This is an optimization exercise on Yosys and OpenROAD, whose aim is small area, not a production implementation.
In this exercise RTL edits were held to simulation tests only and were not proved equivalent to the original.
Power and IR drop assume default switching activity.

==> build 77: inputs <==
==> flow/design.v <==
package hub75_pkg;
  localparam int COLS      = 64;
  localparam int ROW_BITS  = 4;
  localparam int PIX_BITS  = 6;
  localparam int COL_BITS  = 6;
  localparam int CNT_BITS  = 7;
  localparam int LC_BITS   = 16;
  localparam logic [CNT_BITS-1:0] CNT_FULL = 7'd64;
  localparam logic [CNT_BITS-1:0] CNT_MAX  = 7'd127;
  localparam logic [COL_BITS-1:0] COL_LAST = 6'd63;
endpackage
module hub75_edge_sync (
  input  logic clk,
  input  logic rst,
  input  logic din,
  output logic q0,
  output logic q1
);
  always_ff @(posedge clk or posedge rst) begin
    if (rst) begin
      q0 <= 1'b0;
      q1 <= 1'b0;
    end else begin
      q0 <= din;
      q1 <= q0;
    end
  end
endmodule
module hub75_rx (
  input  logic        clk,
  input  logic        rst,
  input  logic        hub_clk,
  input  logic [5:0]  hub_rgb,
  input  logic [3:0]  hub_addr,
  input  logic        hub_lat,
  input  logic        hub_oe,
  output logic        wr_valid,
  input  logic        wr_ready,
  output logic [9:0]  wr_addr,
  output logic [5:0]  wr_data,
  output logic        line_done,
  output logic        len_err,
  output logic        overrun,
  output logic        lit,
  output logic [15:0] line_count
);
  logic cs0, cs1;             
  logic ls0, ls1;             
  logic lat_q;                
  logic [5:0] rgb_h;          
  logic [3:0] addr_h, addr_d; 
  logic [2:0] oe_q;
  logic       lit_q;
  logic [63:0][5:0] sr_q;
  logic [63:0][5:0] dbuf_q;
  logic [6:0] fill_q, snap_fill_q;
  logic [6:0] cnt_q;
  logic [3:0] row_q;
  logic [5:0] col_q;
  logic [15:0] lc_q;
  logic dump_q, done_q;
  logic len_err_q, overrun_q;
  logic shift;
  hub75_edge_sync u_clk_sync (.clk(clk), .rst(rst), .din(hub_clk), .q0(cs0), .q1(cs1));
  hub75_edge_sync u_lat_sync (.clk(clk), .rst(rst), .din(hub_lat), .q0(ls0), .q1(ls1));
  assign shift = cs0 & ~cs1;
  always_ff @(posedge clk or posedge rst) begin
    if (rst) begin
      lat_q     <= 1'b0;
      rgb_h     <= '0;
      addr_h    <= '0;
      oe_q      <= '0;
      lit_q     <= 1'b0;
      fill_q    <= '0;
      cnt_q     <= '0;
      lc_q      <= '0;
      dump_q    <= 1'b0;
      done_q    <= 1'b0;
      len_err_q <= 1'b0;
      overrun_q <= 1'b0;
    end else begin
      lat_q  <= ls0 & ~ls1;
      if (!hub_clk) rgb_h  <= hub_rgb;
      if (!hub_lat) addr_h <= hub_addr;
      oe_q   <= {oe_q[1:0], hub_oe};
      lit_q  <= ~oe_q[2];
      if (shift && !fill_q[6]) fill_q <= fill_q + 1'b1;
      if (lat_q)
        cnt_q <= {6'd0, shift};
      else if (shift && cnt_q != hub75_pkg::CNT_MAX)
        cnt_q <= cnt_q + 1'b1;
      if (lat_q) begin
        if (dump_q || done_q) overrun_q <= 1'b1;
        else if (cnt_q != hub75_pkg::CNT_FULL) len_err_q <= 1'b1;
      end
      done_q <= 1'b0;
      if (done_q) lc_q <= lc_q + 1'b1;
      if (!dump_q && !done_q) begin
        if (lat_q) dump_q <= 1'b1;
      end else if (dump_q && wr_ready && col_q == hub75_pkg::COL_LAST) begin
        dump_q <= 1'b0;
        done_q <= 1'b1;
      end
    end
  end
  always_ff @(posedge clk) begin
    addr_d <= addr_h;
    if (shift) sr_q <= {sr_q[62:0], rgb_h};
    if (lat_q && !dump_q && !done_q) begin
      dbuf_q      <= sr_q;
      row_q       <= addr_d;
      snap_fill_q <= fill_q;
      col_q       <= '0;
    end else if (dump_q && wr_ready) begin
      col_q <= col_q + 1'b1;
    end
  end
  assign wr_valid   = dump_q;
  assign wr_addr    = {row_q, col_q};
  logic [63:0] col_sel;
  logic [5:0]  rd;
  hub75_coldec u_dec (.col(col_q), .sel(col_sel));
  hub75_rdmux  u_rd  (.sel(col_sel), .d(dbuf_q), .q(rd));
  assign wr_data    = (snap_fill_q[6] || col_q < snap_fill_q[5:0]) ? rd : 6'd0;
  assign line_done  = done_q;
  assign len_err    = len_err_q;
  assign overrun    = overrun_q;
  assign lit        = lit_q;
  assign line_count = lc_q;
endmodule
module hub75_coldec (
  input  logic [5:0]  col,
  output logic [63:0] sel
);
  always_comb
    for (int i = 0; i < 64; i++) sel[i] = (col == 6'(i));
endmodule
module hub75_rdmux (
  input  logic [63:0]       sel,
  input  logic [63:0][5:0]  d,
  output logic [5:0]        q
);
  always_comb begin
    q = '0;
    for (int i = 0; i < 64; i++) q = q | (d[i] & {6{sel[i]}});
  end
endmodule
==> flow/flow/run.sh <==
#!/bin/bash
# Standard ORFS layout with a leaner clock tree (no CTS dummy loads) and
# minimum-size port buffers. Synthesis is the standard synthesis.
set -euo pipefail
export CTS_ARGS="-sink_clustering_enable -repair_clock_nets -dont_use_dummy_load -buf_list sky130_fd_sc_hd__clkbuf_8 -sink_clustering_size 20 -sink_clustering_max_diameter 40"
export BUFFER_PORTS_ARGS="-buffer_cell sky130_fd_sc_hd__buf_1"
bash standard.sh synth > synth.log 2>&1
bash standard.sh finish > layout.log 2>&1
==> flow/standard.sh <==
#!/bin/bash
# synth_recipe.tcl (not shown) runs the flow's synth.tcl, then flattens the netlist and writes it again
# the make line also repeats each setting of config.mk as NAME=value (left out here)
make -C /OpenROAD-flow-scripts/flow DESIGN_CONFIG=/design/flow/config.mk WORK_HOME=/design/flow/orfs CLKGATE_MAP_FILE= SYNTH_SCRIPT=/design/flow/synth_recipe.tcl "${@:-finish}"
==> flow/config.mk <==
export PLATFORM = sky130hd
export DESIGN_NAME = hub75_rx
export DESIGN_NICKNAME = hub75_rx
export VERILOG_FILES = /design/flow/design.v
export SDC_FILE = /design/flow/constraint.sdc
export NUM_CORES = 4
export LEC_CHECK = 0
export CAP_MARGIN = 20
export CORE_MARGIN = 2
export CORE_UTILIZATION = 40
export CTS_BUF_LIST = sky130_fd_sc_hd__clkbuf_8
export CTS_CLUSTER_DIAMETER = 40
export CTS_CLUSTER_SIZE = 20
export SLEW_MARGIN = 20
export SYNTH_HIERARCHICAL = 1
==> flow/constraint.sdc <==
create_clock -name core_clock -period 6.0 [get_ports {clk}]
set_input_delay 1.2000 -clock core_clock [delete_from_list [all_inputs] [get_ports {clk}]]
set_output_delay 1.2000 -clock core_clock [all_outputs]
set_load 0.01 [all_outputs]
==> build 22 (differences from build 77) <==
--- a/flow/design.v
+++ b/flow/design.v
@@ -119,7 +119,3 @@
   assign wr_addr    = {row_q, col_q};
-  logic [63:0] col_sel;
-  logic [5:0]  rd;
-  hub75_coldec u_dec (.col(col_q), .sel(col_sel));
-  hub75_rdmux  u_rd  (.sel(col_sel), .d(dbuf_q), .q(rd));
-  assign wr_data    = (snap_fill_q[6] || col_q < snap_fill_q[5:0]) ? rd : 6'd0;
+  assign wr_data    = (snap_fill_q[6] || col_q < snap_fill_q[5:0]) ? dbuf_q[col_q] : 6'd0;
   assign line_done  = done_q;
@@ -130,18 +126 @@
 endmodule
-module hub75_coldec (
-  input  logic [5:0]  col,
-  output logic [63:0] sel
-);
-  always_comb
-    for (int i = 0; i < 64; i++) sel[i] = (col == 6'(i));
-endmodule
-module hub75_rdmux (
-  input  logic [63:0]       sel,
-  input  logic [63:0][5:0]  d,
-  output logic [5:0]        q
-);
-  always_comb begin
-    q = '0;
-    for (int i = 0; i < 64; i++) q = q | (d[i] & {6{sel[i]}});
-  end
-endmodule
==> flow/flow/run.sh (replaced) <==
#!/bin/bash
# Standard ORFS layout with a leaner clock tree (no CTS dummy loads) and
# minimum-size port buffers. Synthesis is the standard synthesis.
set -euo pipefail
export CTS_ARGS="-sink_clustering_enable -repair_clock_nets -dont_use_dummy_load -buf_list sky130_fd_sc_hd__clkbuf_16 -sink_clustering_size 40 -sink_clustering_max_diameter 60"
export BUFFER_PORTS_ARGS="-buffer_cell sky130_fd_sc_hd__buf_1"
bash standard.sh synth > synth.log 2>&1
bash standard.sh finish > layout.log 2>&1
CTS_BUF_LIST = sky130_fd_sc_hd__clkbuf_16   (was sky130_fd_sc_hd__clkbuf_8)
CTS_CLUSTER_DIAMETER = 60   (was 40)
CTS_CLUSTER_SIZE = 40   (was 20)
SYNTH_HIERARCHICAL = default   (was 1)
==> trial 88 (differences from build 77) <==
--- a/flow/design.v
+++ b/flow/design.v
@@ -121,5 +121,5 @@
   logic [5:0]  rd;
-  hub75_coldec u_dec (.col(col_q), .sel(col_sel));
+  hub75_coldec u_dec (.col(col_q), .en(snap_fill_q[6] || col_q < snap_fill_q[5:0]), .sel(col_sel));
   hub75_rdmux  u_rd  (.sel(col_sel), .d(dbuf_q), .q(rd));
-  assign wr_data    = (snap_fill_q[6] || col_q < snap_fill_q[5:0]) ? rd : 6'd0;
+  assign wr_data    = rd;
   assign line_done  = done_q;
@@ -132,2 +132,3 @@
   input  logic [5:0]  col,
+  input  logic        en,
   output logic [63:0] sel
@@ -135,3 +136,3 @@
   always_comb
-    for (int i = 0; i < 64; i++) sel[i] = (col == 6'(i));
+    for (int i = 0; i < 64; i++) sel[i] = en && (col == 6'(i));
 endmodule
@@ -142,6 +143,21 @@
 );
-  always_comb begin
-    q = '0;
-    for (int i = 0; i < 64; i++) q = q | (d[i] & {6{sel[i]}});
+  logic [5:0][20:0] g_n;
+  for (genvar k = 0; k < 21; k++) begin : g_grp
+    for (genvar b = 0; b < 6; b++) begin : g_bit
+      hub75_aoi222 u_g (
+        .s0(sel[3*k]),   .d0(d[3*k][b]),
+        .s1(sel[3*k+1]), .d1(d[3*k+1][b]),
+        .s2(sel[3*k+2]), .d2(d[3*k+2][b]),
+        .y_n(g_n[b][k])
+      );
+    end
   end
+  always_comb
+    for (int b = 0; b < 6; b++) q[b] = ~&g_n[b] | (sel[63] & d[63][b]);
 endmodule
+module hub75_aoi222 (
+  input  logic s0, d0, s1, d1, s2, d2,
+  output logic y_n
+);
+  assign y_n = ~((s0 & d0) | (s1 & d1) | (s2 & d2));
+endmodule
==> flow/flow/run.sh (replaced) <==
#!/bin/bash
# Standard ORFS layout with a leaner clock tree (no CTS dummy loads) and
# minimum-size port buffers. Synthesis is the standard synthesis.
set -euo pipefail
export CTS_ARGS="-sink_clustering_enable -repair_clock_nets -dont_use_dummy_load -buf_list sky130_fd_sc_hd__clkbuf_8 -sink_clustering_size 18 -sink_clustering_max_diameter 80"
export BUFFER_PORTS_ARGS="-buffer_cell sky130_fd_sc_hd__buf_1"
bash standard.sh synth > synth.log 2>&1
bash standard.sh finish > layout.log 2>&1
CORE_UTILIZATION = 70   (was 40)
CTS_CLUSTER_DIAMETER = 80   (was 40)
CTS_CLUSTER_SIZE = 18   (was 20)
GPL_ROUTABILITY_DRIVEN = 0   (was default)
GPL_TIMING_DRIVEN = 0   (was default)
PLACE_DENSITY = 0.85   (was default)
==> comparison table <==
item	trial 88	build 22	build 77
Cell-internal power	7.84 mW	9.09 mW	8.58 mW
Leakage	9.68 nW	10.1 nW	9.97 nW
Number of filler instances in the final layout	1993	6165	6015
Via count normalized by instance count	6.79	5.05	5.69
Result of the run	no timing/DRC/antenna violations	no timing/DRC/antenna violations	no timing/DRC/antenna violations
Buffer count excluding the clock tree in the final layout	98	72	65
Pre-CTS WS	590 ps	1850 ps	1570 ps
Post-synthesis sequential area ratio	88.8%	85.4%	87.7%
Tap cell count	525	959	940
Post-Route WL	51.6 mm	45.3 mm	65.2 mm
Routability-driven placement congestion ratio	-	0.734	0.953
TritonCTS buffer count	52	42	103
Clock insertion delay at the later pin of the skew report	680 ps	600 ps	730 ps
Post-detailed-placement half-perimeter wirelength	35.0 mm	24.7 mm	43.3 mm
# diodes	0	0	3
Highest-delay cell along the critical path	o31ai_2	dfxtp_4	or4_1
Post-synthesis share of cell area spent on xor and xnor gates	0.873%	0.871%	0.802%
Share of power burned in registers	65.6%	58.3%	60.7%
Fraction of cell area in non-clock buffers	2.49%	1.45%	1.06%
Hold Path Origin	oe_q[0]	u_clk_sync.q0	oe_q[1]

## port drivers added, routing unchanged
In the flow no input, the clock included, has a driving cell. The finished layouts below were timed again as built, in two steps. Step 1 sets driving cells, clkbuf_16 on the clock port and buf_2 on the other inputs (assumed; they add their load-dependent delay and slew). Step 2 adds t to the input delays and takes it off the output delays; t is the mean of the earliest and latest rising clock arrival at the registers after step 1. Input paths then give back, and output paths get back, about the clock's delay inside the block. a / b / c = no drivers / after step 1 / after step 2; a / b = the first two.
run | t, ns | slack for setup (ns) | hold slack, ns | clock arrival spread, ns | slew at the worst register clock pin (ns)
build 77 | 0.742 | 0.763 / 0.706 / 1.448 | 0.327 / 0.315 / 0.327 | 0.109 / 0.109 | 0.09 / 0.09
build 22 | 0.629 | 1.253 / 1.198 / 1.827 | 0.354 / 0.354 / 0.354 | 0.062 / 0.062 | 0.12 / 0.12
trial 88 | 0.699 | 0.068 / 0.021 / 0.720 | 0.355 / 0.355 / 0.355 | 0.057 / 0.057 | 0.11 / 0.11
After both steps every run listed still meets setup and hold.
